Context: an optimization exercise on an open-source flow, tuned for small area, a short achievable clock period and few clock cycles per item. The choices shown serve that exercise and are no tape-out recipe.
Where RTL was checked, it was by simulation tests only, not by an equivalence proof against the original.

==> flow/design.v <==
`timescale 1ns/1ps
module huff_enc_top (
    input  logic        clk,
    input  logic        n_rst,
    input  logic        i_tbl_we,
    input  logic [7:0]  i_tbl_addr,
    input  logic [15:0] i_tbl_code,
    input  logic [4:0]  i_tbl_len,
    input  logic        i_start,
    input  logic        i_wait,
    input  logic [1:0]  i_comp,
    input  logic [31:0] i_data,
    output logic        o_valid,
    output logic [7:0]  o_data,
    output logic        o_done
);
    logic [16:0] dc_tab  [0:8];
    logic [16:0] ac_tab  [0:23];    
    logic [16:0] eob_tab;
    logic [16:0] wval;
    always_comb begin
        for (int i = 0; i < 17; i++) begin
            wval[i] = ((i_tbl_len == 5'(i)) ||
                       ((i < 16) && (i_tbl_len > 5'(i)) && i_tbl_code[i % 16]));
        end
    end
    always_ff @(posedge clk) begin
        if (n_rst && i_tbl_we) begin
            for (int c = 0; c < 9; c++)
                if (i_tbl_addr == 8'(c)) dc_tab[c] <= wval;
            for (int r = 0; r < 3; r++)
                for (int s = 1; s <= 8; s++)
                    if (i_tbl_addr == 8'(8'h40 | (r << 4) | s)) ac_tab[8*r + s - 1] <= wval;
            if (i_tbl_addr == 8'h80) eob_tab <= wval;
        end
    end
    logic               busy;
    logic               start;
    logic [7:0]         pred [0:2];
    logic [7:0]         psel;
    logic [8:0]         dsel;
    logic [7:0]         damp;
    logic [8:0]         achi  [1:3];
    logic [8:1]         acsz  [1:3];
    logic [7:0]         acamp [1:3];
    logic [3:1]         nz;
    assign start = i_start && !busy && !i_wait;
    always_comb begin
        case (i_comp)
            2'd0:    psel = pred[0];
            2'd1:    psel = pred[1];
            2'd2:    psel = pred[2];
            default: psel = '0;
        endcase
        for (int k = 1; k < 4; k++) begin
            achi[k][8] = 1'b0;
            for (int b = 7; b >= 0; b--)
                achi[k][b] = |((i_data[8*k +: 8] ^ {8{i_data[8*k + 7]}}) & (8'hff << b)) |
                             (i_data[8*k + 7] && ((i_data[8*k +: 8] & ((8'd1 << b) - 8'd1)) == 8'd0));
            nz[k] = achi[k][0];
            for (int sz = 1; sz < 9; sz++) acsz[k][sz] = achi[k][sz-1] & !achi[k][sz];
            for (int b = 0; b < 8; b++)
                acamp[k][b] = (i_data[8*k + b] ^ (i_data[8*k + 7] &&
                               ((i_data[8*k +: 8] & ((8'd1 << b) - 8'd1)) == 8'd0))) & achi[k][b];
        end
    end
    huff_dc_cat u_dc (
        .i_v    (i_data[7:0]),
        .i_p    (psel),
        .o_sel  (dsel),
        .o_amp  (damp)
    );
    always_ff @(posedge clk) begin
        if (!n_rst) begin
            pred[0] <= '0;
            pred[1] <= '0;
            pred[2] <= '0;
        end else if (start) begin
            if (i_comp == 2'd0) pred[0] <= i_data[7:0];
            if (i_comp == 2'd1) pred[1] <= i_data[7:0];
            if (i_comp == 2'd2) pred[2] <= i_data[7:0];
        end
    end
    logic [24:0] fs_dc;
    always_comb begin
        fs_dc = 25'(damp);
        for (int c = 0; c < 9; c++)
            if (dsel[c]) fs_dc = fs_dc | (25'(dc_tab[c]) << c);
    end
    logic [2:0]  rem;           
    logic [2:0]  rem_next;
    logic        nxt2, nxt3, nxte;
    logic [23:0] asel;          
    logic        esel;
    logic [7:0]  s_amp;
    logic [24:0] fs_ac;
    always_comb begin
        nxt2 = rem[0];
        nxt3 = !rem[0] && rem[1];
        nxte = !rem[0] && !rem[1] && rem[2];
        for (int sz = 1; sz < 9; sz++) begin
            if (!busy) begin
                asel[sz - 1]      = acsz[1][sz];
                asel[8 + sz - 1]  = !nz[1] && acsz[2][sz];
                asel[16 + sz - 1] = !nz[1] && !nz[2] && acsz[3][sz];
            end else begin
                asel[sz - 1]      = (nxt2 && acsz[2][sz]) || (nxt3 && nz[2] && acsz[3][sz]);
                asel[8 + sz - 1]  = nxt3 && !nz[2] && acsz[3][sz];
                asel[16 + sz - 1] = 1'b0;
            end
        end
        if (!busy) begin
            esel     = !nz[1] && !nz[2] && !nz[3];
            s_amp    = acamp[1] | (nz[1] ? 8'h00 : (acamp[2] | (nz[2] ? 8'h00 : acamp[3])));
            if (nz[1])      rem_next = {!nz[3], nz[3], nz[2]};
            else if (nz[2]) rem_next = {!nz[3], nz[3], 1'b0};
            else            rem_next = 3'b000;
        end else begin
            esel     = nxte;
            s_amp    = (nxt2 ? acamp[2] : 8'h00) | (nxt3 ? acamp[3] : 8'h00);
            rem_next = nxt2 ? {rem[2:1], 1'b0} : 3'b000;
            if (nxt3) rem_next = {rem[2], 2'b00};
        end
        fs_ac = 25'(s_amp);
        for (int e = 0; e < 24; e++)
            if (asel[e]) fs_ac = fs_ac | (25'(ac_tab[e]) << (e % 8 + 1));
        if (esel) fs_ac = fs_ac | 25'(eob_tab);
    end
    logic [24:0] a_q, p_q;
    logic [25:0] ga, gp;
    logic [24:0] oha, ohp;
    logic [7:0]  galo;
    logic [2:0]  nalo;
    logic [4:0]  np;
    logic [7:0]  a_l8, p_l8, amask, pmask;
    logic [8:0]  pbeyond_v;
    logic [7:0]  p_sh, pm_sh;
    logic        pbeyond;
    logic        ge8, more, pempty;
    logic [31:0] w, x;
    logic [32:0] gx;
    logic [31:0] ohx;
    logic [24:0] x_drop, a_d;
    logic        emit, fin, emit_y;
    logic [7:0]  validm;
    always_comb begin
        ga[25] = 1'b0;
        gp[25] = 1'b0;
        for (int i = 24; i >= 0; i--) begin
            ga[i] = |(a_q & (25'h1ffffff << i));
            gp[i] = |(p_q & (25'h1ffffff << i));
        end
        for (int i = 0; i < 25; i++) begin
            oha[i] = a_q[i] & !ga[i+1];
            ohp[i] = p_q[i] & !gp[i+1];
        end
        a_l8 = '0;
        p_l8 = '0;
        for (int k = 0; k < 8; k++)
            for (int j = 1; j < 25; j++)
                if (j - 8 + k >= 0) begin
                    a_l8[k] = a_l8[k] | (oha[j] & a_q[(j - 8 + k) % 25]);
                    p_l8[k] = p_l8[k] | (ohp[j] & p_q[(j - 8 + k) % 25]);
                end
        for (int k = 0; k < 8; k++) begin
            amask[k] = ga[8 - k];
            pmask[k] = gp[8 - k];
        end
        pbeyond_v = gp[9:1];
        galo[7] = a_q[7];
        for (int i = 6; i >= 0; i--) galo[i] = |(a_q[7:0] & (8'hff << i));
        nalo = '0;
        for (int i = 0; i < 8; i++)
            if (galo[i] && !((i < 7) ? galo[(i + 1) % 8] : 1'b0)) nalo = nalo | 3'(i);
        np = '0;
        for (int i = 0; i < 25; i++)
            if (ohp[i]) np = np | 5'(i);
        p_sh    = p_l8 >> nalo;
        pm_sh   = pmask >> nalo;
        pbeyond = pbeyond_v[8 - nalo];
        ge8    = ga[8];
        more   = (rem != 3'b000);
        pempty = !gp[1];
        validm = amask | pm_sh;
        emit_y = validm[0];
        if (ge8) begin
            emit = 1'b1;
            fin  = !ga[9] && pempty && !more;
        end else begin
            emit = emit_y || !more;
            fin  = !more && !pbeyond;
        end
        w = (32'(a_q[7:0]) << np) | 32'(p_q & ~ohp);
        x = ge8 ? 32'(a_q) : w;
        gx[32] = 1'b0;
        for (int i = 31; i >= 0; i--) gx[i] = |(x & (32'hffffffff << i));
        for (int i = 0; i < 32; i++) ohx[i] = x[i] & !gx[i+1];
        for (int j = 0; j < 25; j++)
            x_drop[j] = (x[j] & ((j + 9 < 33) ? gx[(j + 9) % 33] : 1'b0)) |
                        ((j + 8 < 32) ? ohx[(j + 8) % 32] : 1'b0);
        a_d = (ge8 || emit_y) ? x_drop : x[24:0];
    end
    huff_out_gate u_gate (
        .i_busy  (busy),
        .i_wait  (i_wait),
        .i_emit  (emit),
        .i_fin   (fin),
        .o_valid (o_valid),
        .o_done  (o_done)
    );
    assign o_data  = ge8 ? a_l8 : ((a_l8 | p_sh) | (more ? 8'h00 : ~validm));
    always_ff @(posedge clk) begin
        if (!n_rst) begin
            busy <= 1'b0;
        end else if (start) begin
            busy <= 1'b1;
        end else if (busy && !i_wait && fin) begin
            busy <= 1'b0;
        end
    end
    always_ff @(posedge clk) begin
        if (start) begin
            a_q <= fs_dc;
            p_q <= fs_ac;
            rem <= rem_next;
        end else if (busy && !i_wait) begin
            a_q <= a_d;
            if (!ge8) begin
                p_q <= more ? fs_ac : 25'd1;
                rem <= rem_next;
            end
        end
    end
endmodule
module huff_out_gate (
    input  logic i_busy,
    input  logic i_wait,
    input  logic i_emit,
    input  logic i_fin,
    output logic o_valid,
    output logic o_done
);
    assign o_valid = i_busy && !i_wait && i_emit;
    assign o_done  = i_busy && !i_wait && i_fin;
endmodule
module huff_dc_cat (
    input  logic [7:0] i_v,
    input  logic [7:0] i_p,
    output logic [8:0] o_sel,
    output logic [7:0] o_amp
);
    logic [8:0] sum, sm1, u;
    logic [8:0] thm;
    always_comb begin
        sum = {i_v[7], i_v} - {i_p[7], i_p};
        sm1 = {i_v[7], i_v} + ~{i_p[7], i_p};
        u = sum[8] ? ~sm1 : sum;
        thm[8] = 1'b0;
        for (int b = 7; b >= 0; b--) thm[b] = |(u[7:0] & (8'hff << b));
        for (int b = 0; b < 8; b++) o_amp[b] = (sum[8] ? sm1[b] : sum[b]) & thm[b];
        o_sel[0] = !thm[0];
        for (int c = 1; c < 9; c++) o_sel[c] = thm[c-1] & !thm[c];
    end
endmodule
clock: 12.0 ns
lec_check: 0
abc_area: 1
cap_margin: 20
core_margin: 2
core_utilization: 55
slew_margin: 20
synth_hierarchical: 1
standard.sh (not shown) runs the stock make flow with config.mk's settings and CLKGATE_MAP_FILE= SYNTH_SCRIPT=/design/flow/synth_recipe.tcl, a recipe that flattens the netlist after the stock synthesis.
==> flow/flow/run.sh <==
#!/bin/bash
# Standard ORFS layout (the standard.sh) with stronger timing repair:
# a larger setup repair target, sizing not limited to same-footprint cells,
# and plain buffers on the ports instead of delay buffers.
set -euo pipefail
bash standard.sh finish \
  SETUP_SLACK_MARGIN=6.1 \
  MATCH_CELL_FOOTPRINT=0 \
  "BUFFER_PORTS_ARGS=-buffer_cell sky130_fd_sc_hd__buf_4" \
  > standard_flow.log 2>&1
The starting point completed with no timing, DRC or antenna violations.
Testbench counts at the start, summed over its fixed seeds: cycles 9,294, blocks 2,400.
Edit:
--- a/flow/design.v
+++ b/flow/design.v
@@ -192,9 +192,9 @@
         end
         w = (32'(a_q[7:0]) << np) | 32'(p_q & ~ohp);
         x = ge8 ? 32'(a_q) : w;
         gx[32] = 1'b0;
-        for (int i = 31; i >= 0; i--) gx[i] = |(x & (32'hffffffff << i));
+        for (int i = 31; i >= 0; i--) gx[i] = gx[i+1] | x[i];
         for (int i = 0; i < 32; i++) ohx[i] = x[i] & !gx[i+1];
         for (int j = 0; j < 25; j++)
             x_drop[j] = (x[j] & ((j + 9 < 33) ? gx[(j + 9) % 33] : 1'b0)) |
                         ((j + 8 < 32) ? ohx[(j + 8) % 32] : 1'b0);
What happened: The changed run finished clean; setup slack loses 0.036 ns; area after synthesis is lower by about 2.2%; non-clock buffer count is higher by 23; clock-buffer cell count is lower by 1; cell area is higher by 0.78%; flip-flop and latch count is unchanged; worst hold slack gains 0.012 ns; via count is lower by about 3.5%; utilization is higher by 2.0 points; wire length is lower by about 4.6%; synthesized cell count is lower by about 6%.
The RTL of the second run of this note was laid out without a check of its function.

## separate check: timing with driven ports
In the flow no input, the clock included, has a driving cell. The finished layouts below were timed again as built, in two steps. Step 1 sets driving cells, clkbuf_16 on the clock port and buf_2 on the other inputs (assumed; they add their load-dependent delay and slew). Step 2 moves the port delays by t, midway between the first and last clock arrival at a register: inputs arrive t later, outputs are due t later. That takes back most of the time a late clock gives input paths. Slacks: no drivers / after step 1 / after step 2; pairs: no drivers / after step 1.
run | t, ns | setup slack, ns | cell pins on the clock port's net
the first run | 0.663 | 6.038 / 5.970 / 5.479 | 1
the second run | 0.675 | 6.002 / 5.940 / 5.605 | 1
After both steps setup and hold are still met in every run listed. For the first run, which loses most, drivers alone change the setup slack by -0.068 ns; drivers and shift together by -0.559 ns.
